Background: an optimization exercise with open tools, aiming at small area. Do not read the settings as production practice.
At most, simulation tests tie the RTL to the original design; equivalence was not proved.

run 2:
==> flow/design.v <==
package calcDataPkg;
	typedef logic [16-1:0] operandT;
	typedef logic [32-1:0] resultT;
endpackage
package calcCtrlPkg;
	typedef logic [4-1:0] opcodeT;
	typedef logic [1:0] errorT;
endpackage
module addSub (
	input  calcDataPkg::operandT a,
	input  calcDataPkg::operandT b,
	input  logic    subtract,
	input  logic    restore,
	output calcDataPkg::operandT diff,
	output logic    carryOut
);
	localparam int N = 16;
	calcDataPkg::operandT bInv;  
	calcDataPkg::operandT gen;   
	calcDataPkg::operandT pro;   
	logic [N:0]           c;     
	logic                 take;  
	assign bInv = b ^ {N{subtract}};
	always_comb
	begin
		gen = a & bInv;
		pro = a | bInv;
		gen[0] = (a[0] & bInv[0]) | (pro[0] & subtract);
		pro[0] = 1'b0;
		for (int d = 1; d < N; d = d * 2)
			for (int j = 2 * d - 1; j < N; j = j + 2 * d)
			begin
				gen[j] = gen[j] | (pro[j] & gen[j - d]);
				pro[j] = pro[j] & pro[j - d];
			end
		for (int d = N / 4; d >= 1; d = d / 2)
			for (int j = 3 * d - 1; j < N; j = j + 2 * d)
			begin
				gen[j] = gen[j] | (pro[j] & gen[j - d]);
				pro[j] = pro[j] & pro[j - d];
			end
	end
	assign c        = {gen, subtract};
	assign carryOut = c[N];
	assign take     = ~restore | carryOut;
	assign diff     = a ^ ((bInv ^ c[N-1:0]) & {N{take}});
endmodule
module arrayMultiplier (
	input  calcDataPkg::operandT a,
	input  calcDataPkg::operandT b,
	output calcDataPkg::resultT  product
);
	localparam int N    = 16;
	localparam int Rows = N - 1;  
	logic [N-1:0] partial [N];     
	logic [N-1:0] augend  [Rows];  
	logic [N-1:0] rowSum  [Rows];
	logic [N:0]   carry   [Rows];  
	genvar i, j;
	generate
		for (i = 0; i < N; i++)
		begin : gPartial
			assign partial[i] = b & {N{a[i]}};
		end
		for (i = 0; i < Rows; i++)
		begin : gRow
			if (i == 0)
			begin : gFirst
				assign augend[i] = {1'b0, partial[0][N-1:1]};
			end
			else
			begin : gNext
				assign augend[i] = {carry[i - 1][N], rowSum[i - 1][N-1:1]};
			end
			assign carry[i][0] = 1'b0;
			for (j = 0; j < N; j++)
			begin : gBit
				if (j == 0)
				begin : gHalf
					assign rowSum[i][j]    = augend[i][j] ^ partial[i + 1][j];
					assign carry[i][j + 1] = augend[i][j] & partial[i + 1][j];
				end
				else
				begin : gFull
					assign rowSum[i][j]    = augend[i][j] ^ partial[i + 1][j] ^ carry[i][j];
					assign carry[i][j + 1] = (augend[i][j] & partial[i + 1][j]) |
					                         (augend[i][j] & carry[i][j]) |
					                         (partial[i + 1][j] & carry[i][j]);
				end
			end
		end
		assign product[0] = partial[0][0];
		for (i = 0; i < Rows - 1; i++)
		begin : gLowBits
			assign product[i + 1] = rowSum[i][0];
		end
	endgenerate
	assign product[2*N-1:Rows] = {carry[Rows - 1][N], rowSum[Rows - 1]};
endmodule
module divRow #(
	parameter int W = 16
) (
	input  logic [W-1:0] trial,    
	input  logic [W-1:0] divisor,  
	input  logic         fits,     
	output logic         q,        
	output logic [W-1:0] rem       
);
	localparam int L = (W > 8) ? 4 : (W > 4) ? 3 : (W > 2) ? 2 : 1;  
	logic [W-1:0] b;          
	logic [W-1:0] gen [L+1];  
	logic [W-1:0] pro [L+1];  
	logic [W:0]   c;          
	logic [W-1:0] diff;
	assign b = ~divisor;
	assign gen[0] = {trial[W-1:1] & b[W-1:1], trial[0] | b[0]};
	assign pro[0] = {trial[W-1:1] | b[W-1:1], 1'b0};
	genvar l, j;
	generate
		for (l = 0; l < L; l++)
		begin : gLevel
			for (j = 0; j < W; j++)
			begin : gBit
				if ((j >> l) & 1)
				begin : gMerge
					localparam int M = ((j >> l) << l) - 1;
					assign gen[l + 1][j] = gen[l][j] | (pro[l][j] & gen[l][M]);
					assign pro[l + 1][j] = pro[l][j] & pro[l][M];
				end
				else
				begin : gPass
					assign gen[l + 1][j] = gen[l][j];
					assign pro[l + 1][j] = pro[l][j];
				end
			end
		end
	endgenerate
	assign c    = {gen[L], 1'b1};
	assign diff = b ^ c[W-1:0];
	assign q    = fits & c[W];
	assign rem  = trial ^ (diff & {W{q}});
endmodule
module divider (
	input  calcDataPkg::operandT dividend,
	input  calcDataPkg::operandT divisor,
	input  logic    add,        
	input  logic    sub,        
	output calcDataPkg::operandT quotient,
	output calcDataPkg::operandT remainder,  
	output logic    carryOut,   
	output logic    divByZero
);
	localparam int N = 16;
	logic [N-1:0] rem [N+1];  
	assign divByZero = (divisor == '0);
	assign rem[N]    = '0;
	genvar k;
	generate
		for (k = N - 1; k >= 1; k--)
		begin : gRow
			localparam int W = N - k;  
			logic [W-1:0] trial;
			logic [W-1:0] rowRem;
			logic         fits;
			if (W == 1)
			begin : gTop
				assign trial = dividend[k];
			end
			else
			begin : gMid
				assign trial = {rem[k + 1][W-2:0], dividend[k]};
			end
			assign fits = (divisor[N-1:W] == '0);
			divRow #(.W(W)) uRow (
				.trial   (trial),
				.divisor (divisor[W-1:0]),
				.fits    (fits),
				.q       (quotient[k]),
				.rem     (rowRem)
			);
			assign rem[k] = {{(N-W){1'b0}}, rowRem};
		end
	endgenerate
	addSub uLastRow (
		.a        (add | sub ? dividend : {rem[1][N-2:0], dividend[0]}),
		.b        (divisor),
		.subtract (~add),
		.restore  (~(add | sub)),
		.diff     (rem[0]),
		.carryOut (carryOut)
	);
	assign quotient[0] = carryOut;
	assign remainder = rem[0];
endmodule
module accumulatorCalc (
	input  logic    clk,
	input  logic    reset,
	input  calcCtrlPkg::opcodeT  opcode,
	input  calcDataPkg::operandT operand,
	output calcDataPkg::resultT  result,
	output calcCtrlPkg::errorT   error
);
	calcDataPkg::resultT  acc;      
	calcCtrlPkg::errorT   errReg;   
	calcDataPkg::operandT accLow;   
	calcDataPkg::resultT  nextAcc;
	calcCtrlPkg::errorT   nextErr;
	logic    opAdd, opSub, opMul, opDiv, opMod, opPreset, opReset;
	logic    sumCarry;   
	calcDataPkg::resultT  product;
	calcDataPkg::operandT quotient;
	calcDataPkg::operandT remainder;  
	logic    divByZero;
	logic    selMul, selQuot, selRem, selPreset, hold;
	assign accLow = acc[16-1:0];
	assign opAdd    = (opcode == 4'd2);
	assign opSub    = (opcode == 4'd3);
	assign opMul    = (opcode == 4'd4);
	assign opDiv    = (opcode == 4'd5);
	assign opMod    = (opcode == 4'd6);
	assign opPreset = (opcode == 4'd15);
	assign opReset  = (opcode == 4'd1);
	arrayMultiplier uMultiplier (
		.a       (operand),
		.b       (accLow),
		.product (product)
	);
	divider uDivider (
		.dividend  (operand),
		.divisor   (accLow),
		.add       (opAdd),
		.sub       (opSub),
		.quotient  (quotient),
		.remainder (remainder),
		.carryOut  (sumCarry),
		.divByZero (divByZero)
	);
	assign selMul    = ~reset & opMul;
	assign selQuot   = ~reset & opDiv & ~divByZero;
	assign selRem    = ~reset & ((opMod & ~divByZero) | opAdd | opSub);
	assign selPreset = ~reset & opPreset;
	assign hold      = ~reset & ~(opAdd | opSub | opMul | opPreset | opReset |
	                              ((opDiv | opMod) & ~divByZero));
	assign nextAcc[32-1:16] =
		({16{selMul}} & product[32-1:16]) |
		({16{hold}}   & acc[32-1:16]);
	assign nextAcc[16-1:0] =
		({16{selMul}}  & product[16-1:0]) |
		({16{selQuot}} & quotient) |
		({16{selRem}}  & remainder) |
		({16{hold}}    & accLow) |
		16'(selPreset);
	assign nextErr[0] = ~reset & ((opAdd & sumCarry) | (opSub & ~sumCarry));  
	assign nextErr[1] = ~reset & (opDiv | opMod) & divByZero;
	always_ff @(posedge clk)
	begin
		acc    <= nextAcc;
		errReg <= nextErr;
	end
	assign result = acc;
	assign error  = errReg;
endmodule
export LEC_CHECK = 0
export CAP_MARGIN = 20
export CORE_MARGIN = 2
export CORE_UTILIZATION = 65
export CTS_BUF_LIST = sky130_fd_sc_hd__clkbuf_8
export GPL_TIMING_DRIVEN = 0
export SLEW_MARGIN = 20
create_clock -name core_clock -period 32.0 [get_ports {clk}]
standard.sh (not shown) runs the stock make flow with config.mk's settings and CLKGATE_MAP_FILE= SYNTH_SCRIPT=/design/flow/synth_recipe.tcl, a recipe that flattens the netlist after the stock synthesis.
==> flow/flow/run.sh <==
#!/bin/bash
# The standard layout, with synthesis mapping the logic through an area-oriented ABC script
# (and without Yosys's early generic ABC pass, so full adders are found in their written
# polarity), the ports buffered with the smallest buffer and no dummy clock-tree loads.
set -euo pipefail
here=$(pwd)
export FLOW_ABC_SCRIPT=$here/flow/abc.script
export FLOW_ABC_D=20000
export BUFFER_PORTS_ARGS="-buffer_cell sky130_fd_sc_hd__buf_1"
export CTS_ARGS="-sink_clustering_enable -repair_clock_nets -buf_list sky130_fd_sc_hd__clkbuf_8 -dont_use_dummy_load"
bash standard.sh SYNTH_SCRIPT=$here/flow/synth.tcl "BUFFER_PORTS_ARGS=$BUFFER_PORTS_ARGS" "CTS_ARGS=$CTS_ARGS" finish > $here/make.log 2>&1
==> flow/flow/abc.script <==
strash
dch
map -a
topo
stime -c
dnsize -c
==> flow/flow/synth.tcl <==
# Standard synthesis (synth_recipe.tcl), with ABC run on an area-oriented script
proc synth {args} { yosys synth -nofsm -noshare -noabc {*}$args }
proc abc {args} {
  set i [lsearch -exact $args -script]
  if {$i >= 0} { set args [lreplace $args $i [expr {$i + 1}] -script $::env(FLOW_ABC_SCRIPT)] }
  set j [lsearch -exact $args -D]
  if {$j >= 0} { set args [lreplace $args $j [expr {$j + 1}] -D $::env(FLOW_ABC_D)] }
  puts "abc with: $args"
  yosys abc {*}$args
}
source $::env(SCRIPTS_DIR)/synth.tcl
# left out here: clear keep_hierarchy, flatten, clean up, hide names made inside functions, write 1_2_yosys.v
Input-level comparison between run 1 and run 2:
diff --git a/flow/design.v b/flow/design.v
--- a/flow/design.v
+++ b/flow/design.v
@@ -212,5 +212,5 @@
 	calcDataPkg::operandT remainder;  
 	logic    divByZero;
-	logic    selMul, selQuot, selRem, selPreset, hold;
+	logic    takeQuot, takeRem, hold;
 	assign accLow = acc[16-1:0];
 	assign opAdd    = (opcode == 4'd2);
@@ -236,25 +236,30 @@
 		.divByZero (divByZero)
 	);
-	assign selMul    = ~reset & opMul;
-	assign selQuot   = ~reset & opDiv & ~divByZero;
-	assign selRem    = ~reset & ((opMod & ~divByZero) | opAdd | opSub);
-	assign selPreset = ~reset & opPreset;
-	assign hold      = ~reset & ~(opAdd | opSub | opMul | opPreset | opReset |
-	                              ((opDiv | opMod) & ~divByZero));
+	assign takeQuot = opDiv & ~divByZero;
+	assign takeRem  = (opMod & ~divByZero) | opAdd | opSub;
+	assign hold     = ~(opAdd | opSub | opMul | takeQuot | (opMod & ~divByZero) | opPreset | opReset);
 	assign nextAcc[32-1:16] =
-		({16{selMul}} & product[32-1:16]) |
-		({16{hold}}   & acc[32-1:16]);
+		({16{opMul}} & product[32-1:16]) |
+		({16{hold}}  & acc[32-1:16]);
 	assign nextAcc[16-1:0] =
-		({16{selMul}}  & product[16-1:0]) |
-		({16{selQuot}} & quotient) |
-		({16{selRem}}  & remainder) |
-		({16{hold}}    & accLow) |
-		16'(selPreset);
-	assign nextErr[0] = ~reset & ((opAdd & sumCarry) | (opSub & ~sumCarry));  
-	assign nextErr[1] = ~reset & (opDiv | opMod) & divByZero;
+		({16{opMul}}    & product[16-1:0]) |
+		({16{takeQuot}} & quotient) |
+		({16{takeRem}}  & remainder) |
+		({16{hold}}     & accLow) |
+		16'(opPreset);
+	assign nextErr[0] = (opAdd & sumCarry) | (opSub & ~sumCarry);  
+	assign nextErr[1] = (opDiv | opMod) & divByZero;
 	always_ff @(posedge clk)
 	begin
-		acc    <= nextAcc;
-		errReg <= nextErr;
+		if (reset)
+		begin
+			acc    <= '0;
+			errReg <= '0;
+		end
+		else
+		begin
+			acc    <= nextAcc;
+			errReg <= nextErr;
+		end
 	end
 	assign result = acc;
Run 1 ended with more global-route total usage across every layer than run 2.
Going from run 2 to run 1, global-route met2 utilization up 7.9 points; hold slack higher.
Relative to run 2, the count of buffer and inverter cells on the critical path of run 1 is higher by 4.
Share of the clock period used by the worst path: run 1 < run 2
Higher global routing usage on met3 among run 2 and run 1: run 2
met2 routed wirelength went up by more than 10% going from run 2 to run 1.
Higher wire length goes to run 1 over run 2.
NOTE: cell area after synthesis in run 1 exceeds that of run 2
Run 1 closes out successfully: all stages finished, all timing, DRC and antenna checks passed.
Run 2: done, clean on timing, DRC and antenna
The lower transition time of the tightest slew-check pin came out of run 2.
Setup slack after layout was lower in the run labelled run 2.
No functional check of the RTL was part of run 2.

re-timing with driven ports:
The results above use ideal ports. As a check the final layouts listed here were re-extracted and re-timed, cells and wires unchanged. Step 1, drivers: a clkbuf_16 drives clk and a buf_2 each remaining input, both assumed. Step 2 times the ports against the registers' clock, not the clock port: input delays grow and output delays shrink by t, the midpoint of the rising clock arrivals with the driver on. Slacks: ideal ports / drivers / drivers and shift; pairs: ideal ports / drivers.
run | t, ns | setup slack, ns | hold WS [ns] | worst setup path at the end | cell pins on the clock port's net
run 2 | 0.326 | 1.849 / 1.859 / 1.534 | 0.505 / 0.505 / 0.505 | input to register | 1
run 1 | 0.323 | 2.235 / 2.251 / 1.928 | 0.516 / 0.516 / 0.516 | input to register | 1
After both steps every run listed still meets setup and hold. For run 2, which loses most, drivers alone change the setup slack by +0.010 ns; drivers and shift together by -0.315 ns.
